What follows belongs to an exercise in optimizing a design on an open flow for small area and a short achievable clock period; a production flow would make more cautious choices. At most, simulation tests tie the RTL to the original design; equivalence was not proved. Power and IR drop assume default switching activity.

==> build 63 <==
==> flow/design.v <==
module fp_result_drain #(
  parameter int BIT_VEC_SIZE = 128,
  parameter int BIT_VEC_SIZE_LOG = 7,
  parameter int INPUTS = 2,
  parameter int FIFO_DEPTH = 4,
  parameter int LANE_W = (INPUTS > 1) ? $clog2(INPUTS) : 1
) (
  input logic clk,
  input logic rst,
  input logic [INPUTS-1:0][BIT_VEC_SIZE-1:0] in,
  input logic [INPUTS-1:0] valid_in,
  output logic [BIT_VEC_SIZE_LOG-1:0] id_out,
  output logic [LANE_W-1:0] lane_out,
  output logic last_out,
  output logic valid_out,
  input logic ready_in,
  output logic overflow,
  output logic busy,
  output logic [BIT_VEC_SIZE_LOG:0] count_out,
  output logic count_valid
);
  localparam int N = BIT_VEC_SIZE;
  localparam int LG = BIT_VEC_SIZE_LOG;
  logic [1:0][N-1:0] head_q;
  logic [1:0][2:0][N-1:0] mem_q;
  logic [1:0][2:0] wp_q, rp_q;    
  logic [1:0][3:0] t_q;           
  logic rr_q;
  logic emit_q, has_q, last_q, cv_q, ovf_q, busy_q, lane_q;
  logic [LG-1:0] id_q;
  logic [N-1:0] rest_q;
  logic [LG:0] cnt_q;
  logic load_q, sel_q;
  logic [1:0] pop_q;        
  logic srest_q;            
  logic [1:0][2:0] ws_q;    
  logic [1:0] he_q;         
  logic [1:0][2:0] hr_q;    
  logic [1:0] hi_q;         
  logic [1:0] we, push, to_slot, refill;
  logic [1:0][3:0] t_d;
  logic [1:0][2:0] wp_d, rp_d;
  logic [1:0] ne_d, full_d, refill_d;
  logic rr_d, emit_d, any_d, load_d, sel_d, fin, upd, adv;
  logic [1:0] pop_d;
  always_comb begin
    fin = emit_q & (~has_q | (ready_in & last_q));
    emit_d = load_q | (emit_q & ~fin);
    rr_d = load_q ? ~sel_q : rr_q;
    for (int l = 0; l < 2; l++) begin
      we[l] = ~t_q[l][3] | pop_q[l];
      push[l] = valid_in[l] & we[l];
      to_slot[l] = push[l] & t_q[l][0] & (t_q[l][1] | ~pop_q[l]);
      refill[l] = pop_q[l] & t_q[l][1];
      case ({push[l], pop_q[l]})
        2'b10: t_d[l] = {t_q[l][2:0], 1'b1};
        2'b01: t_d[l] = {1'b0, t_q[l][3:1]};
        default: t_d[l] = t_q[l];
      endcase
      wp_d[l] = to_slot[l] ? {wp_q[l][1:0], wp_q[l][2]} : wp_q[l];
      rp_d[l] = refill[l] ? {rp_q[l][1:0], rp_q[l][2]} : rp_q[l];
      ne_d[l] = t_d[l][0];
      full_d[l] = t_d[l][3];
    end
    any_d = ne_d[0] | ne_d[1];
    load_d = ~emit_d & any_d;
    sel_d = ne_d[rr_d] ? rr_d : ~rr_d;
    for (int l = 0; l < 2; l++) begin
      pop_d[l] = load_d & (sel_d == l[0]);
      refill_d[l] = pop_d[l] & t_d[l][1];
    end
  end
  for (genvar l = 0; l < 2; l++) begin : g_lane
    for (genvar k = 0; k < 3; k++) begin : g_slot
      always_ff @(posedge clk)
        mem_q[l][k] <= (in[l] & {N{ws_q[l][k]}}) | (mem_q[l][k] & {N{~ws_q[l][k]}});
    end
    logic [N-1:0] refill_v;
    always_comb begin
      refill_v = in[l] & {N{hi_q[l]}};
      for (int k = 0; k < 3; k++) refill_v = refill_v | (mem_q[l][k] & {N{hr_q[l][k]}});
    end
    always_ff @(posedge clk)
      head_q[l] <= (refill_v & {N{he_q[l]}}) | (head_q[l] & {N{~he_q[l]}});
  end
  logic [N-1:0] src;
  assign src = (rest_q & {N{srest_q}}) | (head_q[0] & {N{pop_q[0]}}) |
               (head_q[1] & {N{pop_q[1]}});
  logic [N-1:0] pl [0:LG];
  assign pl[0] = src;
  for (genvar k = 0; k < LG; k++) begin : g_pfx
    for (genvar i = 0; i < N; i++) begin : g_bit
      if (i & (1 << k)) begin : g_or
        assign pl[k+1][i] = pl[k][i] | pl[k][((i >> k) << k) - 1];
      end else begin : g_pass
        assign pl[k+1][i] = pl[k][i];
      end
    end
  end
  logic [N-1:0] clr;
  assign clr = src & {pl[LG][N-2:0], 1'b0};
  logic [N-1:0] ta [0:LG];
  logic [N-1:0] tm [0:LG];
  logic [N-1:0][LG-1:0] tx [0:LG];
  assign ta[0] = src;
  assign tm[0] = '0;
  assign tx[0] = '0;
  for (genvar j = 0; j < LG; j++) begin : g_tree
    for (genvar i = 0; i < (N >> (j + 1)); i++) begin : g_node
      logic al, ar;
      assign al = ta[j][2*i];
      assign ar = ta[j][2*i+1];
      assign ta[j+1][i] = al | ar;
      assign tm[j+1][i] = tm[j][2*i] | tm[j][2*i+1] | (al & ar);
      if (j == 0) begin : g_leaf
        assign tx[j+1][i] = {{(LG-1){1'b0}}, ~al};
      end else begin : g_inner
        assign tx[j+1][i] = al ? tx[j][2*i] : (tx[j][2*i+1] | LG'(1 << j));
      end
    end
    for (genvar i = (N >> (j + 1)); i < N; i++) begin : g_unused
      assign ta[j+1][i] = 1'b0;
      assign tm[j+1][i] = 1'b0;
      assign tx[j+1][i] = '0;
    end
  end
  logic any, multi;
  logic [LG-1:0] idx;
  assign any = ta[LG][0];
  assign multi = tm[LG][0];
  assign idx = tx[LG][0];
  assign upd = load_q | ready_in;
  assign adv = has_q & ready_in;
  always_ff @(posedge clk) begin
    rest_q <= (clr & {N{upd}}) | (rest_q & {N{~upd}});
    if (upd) begin
      id_q <= idx;
      last_q <= ~multi;
    end
  end
  always_ff @(posedge clk or negedge rst) begin
    if (!rst) begin
      lane_q <= 1'b0;
      cnt_q <= '0;
    end else begin
      if (load_q) lane_q <= sel_q;
      if (load_q) cnt_q <= '0;
      else if (adv) cnt_q <= cnt_q + 1'b1;
    end
  end
  always_ff @(posedge clk or negedge rst) begin
    if (!rst) begin
      emit_q <= 1'b0;
      has_q <= 1'b0;
      cv_q <= 1'b0;
      ovf_q <= 1'b0;
      busy_q <= 1'b0;
      rr_q <= 1'b0;
      wp_q <= {3'b001, 3'b001};
      rp_q <= {3'b001, 3'b001};
      t_q <= '0;
      load_q <= 1'b0;
      sel_q <= 1'b0;
      pop_q <= '0;
      srest_q <= 1'b0;
      ws_q <= {3'b001, 3'b001};
      he_q <= 2'b11;
      hr_q <= '0;
      hi_q <= 2'b11;
    end else begin
      emit_q <= emit_d;
      has_q <= load_q ? any : (has_q & ~(ready_in & last_q));
      cv_q <= fin;
      ovf_q <= ovf_q | (valid_in[0] & ~we[0]) | (valid_in[1] & ~we[1]);
      busy_q <= any_d | emit_d;
      rr_q <= rr_d;
      wp_q <= wp_d;
      rp_q <= rp_d;
      t_q <= t_d;
      load_q <= load_d;
      sel_q <= sel_d;
      pop_q <= pop_d;
      srest_q <= emit_d;
      for (int l = 0; l < 2; l++) begin
        ws_q[l] <= wp_d[l] & {3{~full_d[l] | refill_d[l]}};
        he_q[l] <= pop_d[l] | ~ne_d[l];
        hr_q[l] <= rp_d[l] & {3{refill_d[l]}};
        hi_q[l] <= ~refill_d[l];
      end
    end
  end
  assign valid_out = has_q;
  assign id_out = id_q;
  assign lane_out = lane_q;
  assign last_out = last_q;
  assign overflow = ovf_q;
  assign busy = busy_q;
  assign count_out = cnt_q;
  assign count_valid = cv_q;
endmodule
module fp_result_drain_top (
  input  logic         clk,
  input  logic         rst,
  input  logic [255:0] in_vec,
  input  logic [1:0]   valid_in,
  input  logic         ready_in,
  output logic [6:0]   id_out,
  output logic         lane_out,
  output logic         last_out,
  output logic         valid_out,
  output logic         overflow,
  output logic         busy,
  output logic [7:0]   count_out,
  output logic         count_valid
);
  fp_result_drain #(.BIT_VEC_SIZE(128), .BIT_VEC_SIZE_LOG(7), .INPUTS(2), .FIFO_DEPTH(4))
    u_drain (
      .clk(clk), .rst(rst), .in(in_vec), .valid_in(valid_in), .id_out(id_out),
      .lane_out(lane_out), .last_out(last_out), .valid_out(valid_out), .ready_in(ready_in),
      .overflow(overflow), .busy(busy), .count_out(count_out), .count_valid(count_valid)
    );
endmodule
==> flow/flow/run.sh <==
#!/bin/bash
# Standard ORFS layout (the standard.sh, unchanged synthesis) with:
# - a tighter setup target for timing repair (SETUP_SLACK_MARGIN),
# - plain buf_1 cells as the port buffers,
# - a clock tree of clkbuf_8 cells, small sink clusters, no dummy loads.
# Full make output goes to flow_make.log in the work folder; ORFS's per-step logs stay
# under orfs/logs.
set -euo pipefail
MARGIN=8.5
TNS=0
CTS="-sink_clustering_enable -repair_clock_nets -buf_list sky130_fd_sc_hd__clkbuf_8"
CTS="$CTS -sink_clustering_size 16 -sink_clustering_max_diameter 50 -dont_use_dummy_load"
bash standard.sh \
  SETUP_SLACK_MARGIN=$MARGIN \
  TNS_END_PERCENT=$TNS \
  "BUFFER_PORTS_ARGS=-buffer_cell sky130_fd_sc_hd__buf_1" \
  "CTS_ARGS=$CTS" \
  finish > flow_make.log 2>&1
==> flow/standard.sh <==
#!/bin/bash
# synth_recipe.tcl (not shown) runs the flow's synth.tcl, then flattens the netlist and writes it again
# the make line also repeats each setting of config.mk as NAME=value (left out here)
make -C /OpenROAD-flow-scripts/flow DESIGN_CONFIG=/design/flow/config.mk WORK_HOME=/design/flow/orfs CLKGATE_MAP_FILE= SYNTH_SCRIPT=/design/flow/synth_recipe.tcl "${@:-finish}"
==> flow/config.mk <==
export PLATFORM = sky130hd
export DESIGN_NAME = fp_result_drain_top
export DESIGN_NICKNAME = fp_result_drain_top
export VERILOG_FILES = /design/flow/design.v
export SDC_FILE = /design/flow/constraint.sdc
export NUM_CORES = 4
export LEC_CHECK = 0
export CAP_MARGIN = 20
export CORE_MARGIN = 2
export CORE_UTILIZATION = 60
export SLEW_MARGIN = 20
==> flow/constraint.sdc <==
create_clock -name core_clock -period 12.0 [get_ports {clk}]
set_input_delay 2.4000 -clock core_clock [delete_from_list [all_inputs] [get_ports {clk}]]
set_output_delay 2.4000 -clock core_clock [all_outputs]
set_load 0.01 [all_outputs]
==> trial 23 (differences from build 63) <==
==> flow/design.v, changed modules only <==
module fp_result_drain #(
  parameter int BIT_VEC_SIZE = 128,
  parameter int BIT_VEC_SIZE_LOG = 7,
  parameter int INPUTS = 2,
  parameter int FIFO_DEPTH = 4,
  parameter int LANE_W = (INPUTS > 1) ? $clog2(INPUTS) : 1
) (
  input logic clk,
  input logic rst,
  input logic [INPUTS-1:0][BIT_VEC_SIZE-1:0] in,
  input logic [INPUTS-1:0] valid_in,
  output logic [BIT_VEC_SIZE_LOG-1:0] id_out,
  output logic [LANE_W-1:0] lane_out,
  output logic last_out,
  output logic valid_out,
  input logic ready_in,
  output logic overflow,
  output logic busy,
  output logic [BIT_VEC_SIZE_LOG:0] count_out,
  output logic count_valid
);
  localparam int N = BIT_VEC_SIZE;
  localparam int LG = BIT_VEC_SIZE_LOG;
  logic [1:0][3:0][N-1:0] mem_q;
  logic [1:0][1:0] wp_q, rp_q;
  logic [1:0][2:0] n_q;
  logic rr_q;
  logic emit_q, has_q, last_q, cv_q, ovf_q, busy_q, lane_q;
  logic [LG-1:0] id_q;
  logic [N-1:0] rest_q;
  logic [LG:0] cnt_q;
  logic load_q, sel_q;
  logic [1:0] pop_q;
  logic [1:0][3:0] rs_q;    
  logic srest_q;            
  logic [1:0][3:0] ws_q;    
  logic [1:0] full, we, push;
  logic [1:0][2:0] n_d;
  logic [1:0][1:0] wp_d, rp_d;
  logic [1:0] ne_d, full_d;
  logic rr_d, emit_d, any_d, load_d, sel_d, fin, upd, adv;
  logic [1:0] pop_d;
  logic [1:0][3:0] rs_d, ws_d;
  always_comb begin
    fin = emit_q & (~has_q | (ready_in & last_q));
    emit_d = load_q | (emit_q & ~fin);
    rr_d = load_q ? ~sel_q : rr_q;
    for (int l = 0; l < 2; l++) begin
      full[l] = n_q[l][2];
      we[l] = ~full[l] | pop_q[l];
      push[l] = valid_in[l] & we[l];
      n_d[l] = n_q[l] + {2'b0, push[l]} - {2'b0, pop_q[l]};
      wp_d[l] = wp_q[l] + {1'b0, push[l]};
      rp_d[l] = rp_q[l] + {1'b0, pop_q[l]};
      ne_d[l] = n_d[l] != 3'd0;
      full_d[l] = n_d[l][2];
    end
    any_d = ne_d[0] | ne_d[1];
    load_d = ~emit_d & any_d;
    sel_d = ne_d[rr_d] ? rr_d : ~rr_d;
    for (int l = 0; l < 2; l++) begin
      pop_d[l] = load_d & (sel_d == l[0]);
      for (int k = 0; k < 4; k++) begin
        rs_d[l][k] = pop_d[l] & (rp_d[l] == k[1:0]);
        ws_d[l][k] = (~full_d[l] | pop_d[l]) & (wp_d[l] == k[1:0]);
      end
    end
  end
  for (genvar l = 0; l < 2; l++) begin : g_lane
    for (genvar k = 0; k < 4; k++) begin : g_slot
      always_ff @(posedge clk)
        mem_q[l][k] <= (in[l] & {N{ws_q[l][k]}}) | (mem_q[l][k] & {N{~ws_q[l][k]}});
    end
  end
  logic [N-1:0] src;
  always_comb begin
    src = rest_q & {N{srest_q}};
    for (int l = 0; l < 2; l++)
      for (int k = 0; k < 4; k++)
        src = src | (mem_q[l][k] & {N{rs_q[l][k]}});
  end
  logic [N-1:0] pl [0:LG];
  assign pl[0] = src;
  for (genvar k = 0; k < LG; k++) begin : g_pfx
    for (genvar i = 0; i < N; i++) begin : g_bit
      if (i & (1 << k)) begin : g_or
        assign pl[k+1][i] = pl[k][i] | pl[k][((i >> k) << k) - 1];
      end else begin : g_pass
        assign pl[k+1][i] = pl[k][i];
      end
    end
  end
  logic [N-1:0] clr;
  assign clr = src & {pl[LG][N-2:0], 1'b0};
  logic [N-1:0] ta [0:LG];
  logic [N-1:0] tm [0:LG];
  logic [N-1:0][LG-1:0] tx [0:LG];
  assign ta[0] = src;
  assign tm[0] = '0;
  assign tx[0] = '0;
  for (genvar j = 0; j < LG; j++) begin : g_tree
    for (genvar i = 0; i < (N >> (j + 1)); i++) begin : g_node
      logic al, ar;
      assign al = ta[j][2*i];
      assign ar = ta[j][2*i+1];
      assign ta[j+1][i] = al | ar;
      assign tm[j+1][i] = tm[j][2*i] | tm[j][2*i+1] | (al & ar);
      if (j == 0) begin : g_leaf
        assign tx[j+1][i] = {{(LG-1){1'b0}}, ~al};
      end else begin : g_inner
        assign tx[j+1][i] = al ? tx[j][2*i] : (tx[j][2*i+1] | LG'(1 << j));
      end
    end
    for (genvar i = (N >> (j + 1)); i < N; i++) begin : g_unused
      assign ta[j+1][i] = 1'b0;
      assign tm[j+1][i] = 1'b0;
      assign tx[j+1][i] = '0;
    end
  end
  logic any, multi;
  logic [LG-1:0] idx;
  assign any = ta[LG][0];
  assign multi = tm[LG][0];
  assign idx = tx[LG][0];
  assign upd = load_q | ready_in;
  assign adv = has_q & ready_in;
  always_ff @(posedge clk) begin
    rest_q <= (clr & {N{upd}}) | (rest_q & {N{~upd}});
    if (upd) begin
      id_q <= idx;
      last_q <= ~multi;
    end
    if (load_q) lane_q <= sel_q;
    if (load_q) cnt_q <= '0;
    else if (adv) cnt_q <= cnt_q + 1'b1;
  end
  always_ff @(posedge clk or negedge rst) begin
    if (!rst) begin
      emit_q <= 1'b0;
      has_q <= 1'b0;
      cv_q <= 1'b0;
      ovf_q <= 1'b0;
      busy_q <= 1'b0;
      rr_q <= 1'b0;
      wp_q <= '0;
      rp_q <= '0;
      n_q <= '0;
      load_q <= 1'b0;
      sel_q <= 1'b0;
      pop_q <= '0;
      rs_q <= '0;
      srest_q <= 1'b0;
      ws_q <= {4'b0001, 4'b0001};
    end else begin
      emit_q <= emit_d;
      has_q <= load_q ? any : (has_q & ~(ready_in & last_q));
      cv_q <= fin;
      ovf_q <= ovf_q | (valid_in[0] & ~we[0]) | (valid_in[1] & ~we[1]);
      busy_q <= any_d | emit_d;
      rr_q <= rr_d;
      wp_q <= wp_d;
      rp_q <= rp_d;
      n_q <= n_d;
      load_q <= load_d;
      sel_q <= sel_d;
      pop_q <= pop_d;
      rs_q <= rs_d;
      srest_q <= emit_d;
      ws_q <= ws_d;
    end
  end
  assign valid_out = has_q;
  assign id_out = id_q;
  assign lane_out = lane_q;
  assign last_out = last_q;
  assign overflow = ovf_q;
  assign busy = busy_q;
  assign count_out = cnt_q;
  assign count_valid = cv_q;
endmodule
==> flow/flow/run.sh (replaced) <==
#!/bin/bash
# Standard ORFS layout (the standard.sh, unchanged synthesis), with a tighter setup
# target for timing repair and plain buffers on the ports. Full make output goes to
# flow_make.log in the work folder; ORFS's per-step logs stay under orfs/logs.
set -euo pipefail
bash standard.sh \
  SETUP_SLACK_MARGIN=${MARGIN:-8.5} \
  TNS_END_PERCENT=100 \
  "BUFFER_PORTS_ARGS=-buffer_cell sky130_fd_sc_hd__buf_2" \
  finish > flow_make.log 2>&1
==> build 29 (differences from build 63) <==
==> flow/design.v, changed modules only <==
module fp_result_drain #(
  parameter int BIT_VEC_SIZE = 128,
  parameter int BIT_VEC_SIZE_LOG = 7,
  parameter int INPUTS = 2,
  parameter int FIFO_DEPTH = 4,
  parameter int LANE_W = (INPUTS > 1) ? $clog2(INPUTS) : 1
) (
  input logic clk,
  input logic rst,
  input logic [INPUTS-1:0][BIT_VEC_SIZE-1:0] in,
  input logic [INPUTS-1:0] valid_in,
  output logic [BIT_VEC_SIZE_LOG-1:0] id_out,
  output logic [LANE_W-1:0] lane_out,
  output logic last_out,
  output logic valid_out,
  input logic ready_in,
  output logic overflow,
  output logic busy,
  output logic [BIT_VEC_SIZE_LOG:0] count_out,
  output logic count_valid
);
  localparam int N = BIT_VEC_SIZE;
  localparam int LG = BIT_VEC_SIZE_LOG;
  logic [1:0][3:0][N-1:0] mem_q;
  logic [1:0][3:0] wp_q, rp_q;    
  logic [1:0][3:0] t_q;           
  logic rr_q;
  logic emit_q, has_q, last_q, cv_q, ovf_q, busy_q, lane_q;
  logic [LG-1:0] id_q;
  logic [N-1:0] rest_q;
  logic [LG:0] cnt_q;
  logic load_q, sel_q;
  logic [1:0] pop_q;
  logic [1:0][3:0] rs_q;    
  logic srest_q;            
  logic [1:0][3:0] ws_q;    
  logic [1:0] we, push;
  logic [1:0][3:0] t_d, wp_d, rp_d;
  logic [1:0] ne_d, full_d;
  logic rr_d, emit_d, any_d, load_d, sel_d, fin, upd, adv;
  logic [1:0] pop_d;
  logic [1:0][3:0] rs_d, ws_d;
  always_comb begin
    fin = emit_q & (~has_q | (ready_in & last_q));
    emit_d = load_q | (emit_q & ~fin);
    rr_d = load_q ? ~sel_q : rr_q;
    for (int l = 0; l < 2; l++) begin
      we[l] = ~t_q[l][3] | pop_q[l];
      push[l] = valid_in[l] & we[l];
      case ({push[l], pop_q[l]})
        2'b10: t_d[l] = {t_q[l][2:0], 1'b1};
        2'b01: t_d[l] = {1'b0, t_q[l][3:1]};
        default: t_d[l] = t_q[l];
      endcase
      wp_d[l] = push[l] ? {wp_q[l][2:0], wp_q[l][3]} : wp_q[l];
      rp_d[l] = pop_q[l] ? {rp_q[l][2:0], rp_q[l][3]} : rp_q[l];
      ne_d[l] = t_d[l][0];
      full_d[l] = t_d[l][3];
    end
    any_d = ne_d[0] | ne_d[1];
    load_d = ~emit_d & any_d;
    sel_d = ne_d[rr_d] ? rr_d : ~rr_d;
    for (int l = 0; l < 2; l++) begin
      pop_d[l] = load_d & (sel_d == l[0]);
      rs_d[l] = rp_d[l] & {4{pop_d[l]}};
      ws_d[l] = wp_d[l] & {4{~full_d[l] | pop_d[l]}};
    end
  end
  for (genvar l = 0; l < 2; l++) begin : g_lane
    for (genvar k = 0; k < 4; k++) begin : g_slot
      always_ff @(posedge clk)
        mem_q[l][k] <= (in[l] & {N{ws_q[l][k]}}) | (mem_q[l][k] & {N{~ws_q[l][k]}});
    end
  end
  logic [N-1:0] src;
  always_comb begin
    src = rest_q & {N{srest_q}};
    for (int l = 0; l < 2; l++)
      for (int k = 0; k < 4; k++)
        src = src | (mem_q[l][k] & {N{rs_q[l][k]}});
  end
  logic [N-1:0] pl [0:LG];
  assign pl[0] = src;
  for (genvar k = 0; k < LG; k++) begin : g_pfx
    for (genvar i = 0; i < N; i++) begin : g_bit
      if (i & (1 << k)) begin : g_or
        assign pl[k+1][i] = pl[k][i] | pl[k][((i >> k) << k) - 1];
      end else begin : g_pass
        assign pl[k+1][i] = pl[k][i];
      end
    end
  end
  logic [N-1:0] clr;
  assign clr = src & {pl[LG][N-2:0], 1'b0};
  logic [N-1:0] ta [0:LG];
  logic [N-1:0] tm [0:LG];
  logic [N-1:0][LG-1:0] tx [0:LG];
  assign ta[0] = src;
  assign tm[0] = '0;
  assign tx[0] = '0;
  for (genvar j = 0; j < LG; j++) begin : g_tree
    for (genvar i = 0; i < (N >> (j + 1)); i++) begin : g_node
      logic al, ar;
      assign al = ta[j][2*i];
      assign ar = ta[j][2*i+1];
      assign ta[j+1][i] = al | ar;
      assign tm[j+1][i] = tm[j][2*i] | tm[j][2*i+1] | (al & ar);
      if (j == 0) begin : g_leaf
        assign tx[j+1][i] = {{(LG-1){1'b0}}, ~al};
      end else begin : g_inner
        assign tx[j+1][i] = al ? tx[j][2*i] : (tx[j][2*i+1] | LG'(1 << j));
      end
    end
    for (genvar i = (N >> (j + 1)); i < N; i++) begin : g_unused
      assign ta[j+1][i] = 1'b0;
      assign tm[j+1][i] = 1'b0;
      assign tx[j+1][i] = '0;
    end
  end
  logic any, multi;
  logic [LG-1:0] idx;
  assign any = ta[LG][0];
  assign multi = tm[LG][0];
  assign idx = tx[LG][0];
  assign upd = load_q | ready_in;
  assign adv = has_q & ready_in;
  always_ff @(posedge clk)
    rest_q <= (clr & {N{upd}}) | (rest_q & {N{~upd}});
  always_ff @(posedge clk or negedge rst) begin
    if (!rst) begin
      id_q <= '0;
      last_q <= 1'b0;
      lane_q <= 1'b0;
      cnt_q <= '0;
    end else begin
      if (upd) begin
        id_q <= idx;
        last_q <= ~multi;
      end
      if (load_q) lane_q <= sel_q;
      if (load_q) cnt_q <= '0;
      else if (adv) cnt_q <= cnt_q + 1'b1;
    end
  end
  always_ff @(posedge clk or negedge rst) begin
    if (!rst) begin
      emit_q <= 1'b0;
      has_q <= 1'b0;
      cv_q <= 1'b0;
      ovf_q <= 1'b0;
      busy_q <= 1'b0;
      rr_q <= 1'b0;
      wp_q <= {4'b0001, 4'b0001};
      rp_q <= {4'b0001, 4'b0001};
      t_q <= '0;
      load_q <= 1'b0;
      sel_q <= 1'b0;
      pop_q <= '0;
      rs_q <= '0;
      srest_q <= 1'b0;
      ws_q <= {4'b0001, 4'b0001};
    end else begin
      emit_q <= emit_d;
      has_q <= load_q ? any : (has_q & ~(ready_in & last_q));
      cv_q <= fin;
      ovf_q <= ovf_q | (valid_in[0] & ~we[0]) | (valid_in[1] & ~we[1]);
      busy_q <= any_d | emit_d;
      rr_q <= rr_d;
      wp_q <= wp_d;
      rp_q <= rp_d;
      t_q <= t_d;
      load_q <= load_d;
      sel_q <= sel_d;
      pop_q <= pop_d;
      rs_q <= rs_d;
      srest_q <= emit_d;
      ws_q <= ws_d;
    end
  end
  assign valid_out = has_q;
  assign id_out = id_q;
  assign lane_out = lane_q;
  assign last_out = last_q;
  assign overflow = ovf_q;
  assign busy = busy_q;
  assign count_out = cnt_q;
  assign count_valid = cv_q;
endmodule
--- a/flow/flow/run.sh
+++ b/flow/flow/run.sh
@@ -7,5 +7,5 @@
 # under orfs/logs.
 set -euo pipefail
-MARGIN=8.5
+MARGIN=8.0
 TNS=0
 CTS="-sink_clustering_enable -repair_clock_nets -buf_list sky130_fd_sc_hd__clkbuf_8"
==> comparison <==
- Build 63 completed without violations. Trial 23 ran to the end with no violations. Build 29 completed without violations.
- The highest final cell count belongs to build 63, the lowest to build 29.
- Against build 29, the core utilization of trial 23 is higher by 8.3 points.
- Die area, highest first: build 29, build 63, trial 23.
- Of build 63 and trial 23, trial 23 has the higher first-iteration DRC count (gap 19%, measured against trial 23).
- Routed wire length, highest first: trial 23, build 29, build 63.
- Of build 63 and build 29, build 29 has the higher flip-flop and latch count (gap 4).
==> figures <==
item                                                   build 63        trial 23         build 29
Power dissipated in combinational cells               0.00355 W        0.0101 W        0.00206 W
Net Sw Frac                                               34.1%           42.1%            29.3%
Status                                           finished clean  finished clean   finished clean
Hold path start                               u_drain.rest_q[0]   u_drain.sel_q  u_drain.wp_q[2]
Vias in the first global route                            29.9k           30.6k            29.5k
Netlist area before placement                       47000 sq um     45800 sq um      47100 sq um
Count of clock buffers in the final design                  110             134              113
Final worst path period share                             31.8%           33.2%            33.6%
EDFF count, synth                                          1159            1160             1151
Number of synthesized register bits                        1215            1209             1219
Clock group share of total power                          17.9%           17.7%            23.0%
Post-place instance area                            49600 sq um     48700 sq um      49200 sq um
Total placed cells including tap cells                     4232            3908             3977
Area used by multi-input combinational logic        10200 sq um     10800 sq um      10600 sq um
Only the layout flow was run in build 63 and trial 23; the RTL was not checked for function there.

separate check: timing with driven ports:
The results above use ideal ports. As a check the final layouts listed here were re-extracted and re-timed, cells and wires unchanged.
Step 1: set_driving_cell puts a clkbuf_16 on clk and a buf_2 on each other input, an assumption about the parent block.
Step 2 adds t to the input delays and takes it off the output delays; t is the mean of the earliest and latest rising clock arrival at the registers after step 1. Input paths then give back, and output paths get back, about the clock's delay inside the block.
Three values: ideal, step 1, step 2; two values: the first two.
run	t (ns)	setup slack, ns	hold slack, ns	worst setup path at the end
build 63	0.792	8.183 / 8.113 / 7.560	0.434 / 0.434 / 0.434	input to register
trial 23	0.768	8.018 / 8.053 / 7.285	0.451 / 0.451 / 0.451	input to register
build 29	0.805	7.972 / 7.972 / 7.424	0.490 / 0.490 / 0.490	input to register
After both steps every run listed still meets setup and hold. For trial 23, which loses most, drivers alone change the setup slack by +0.035 ns; drivers and shift together by -0.733 ns.
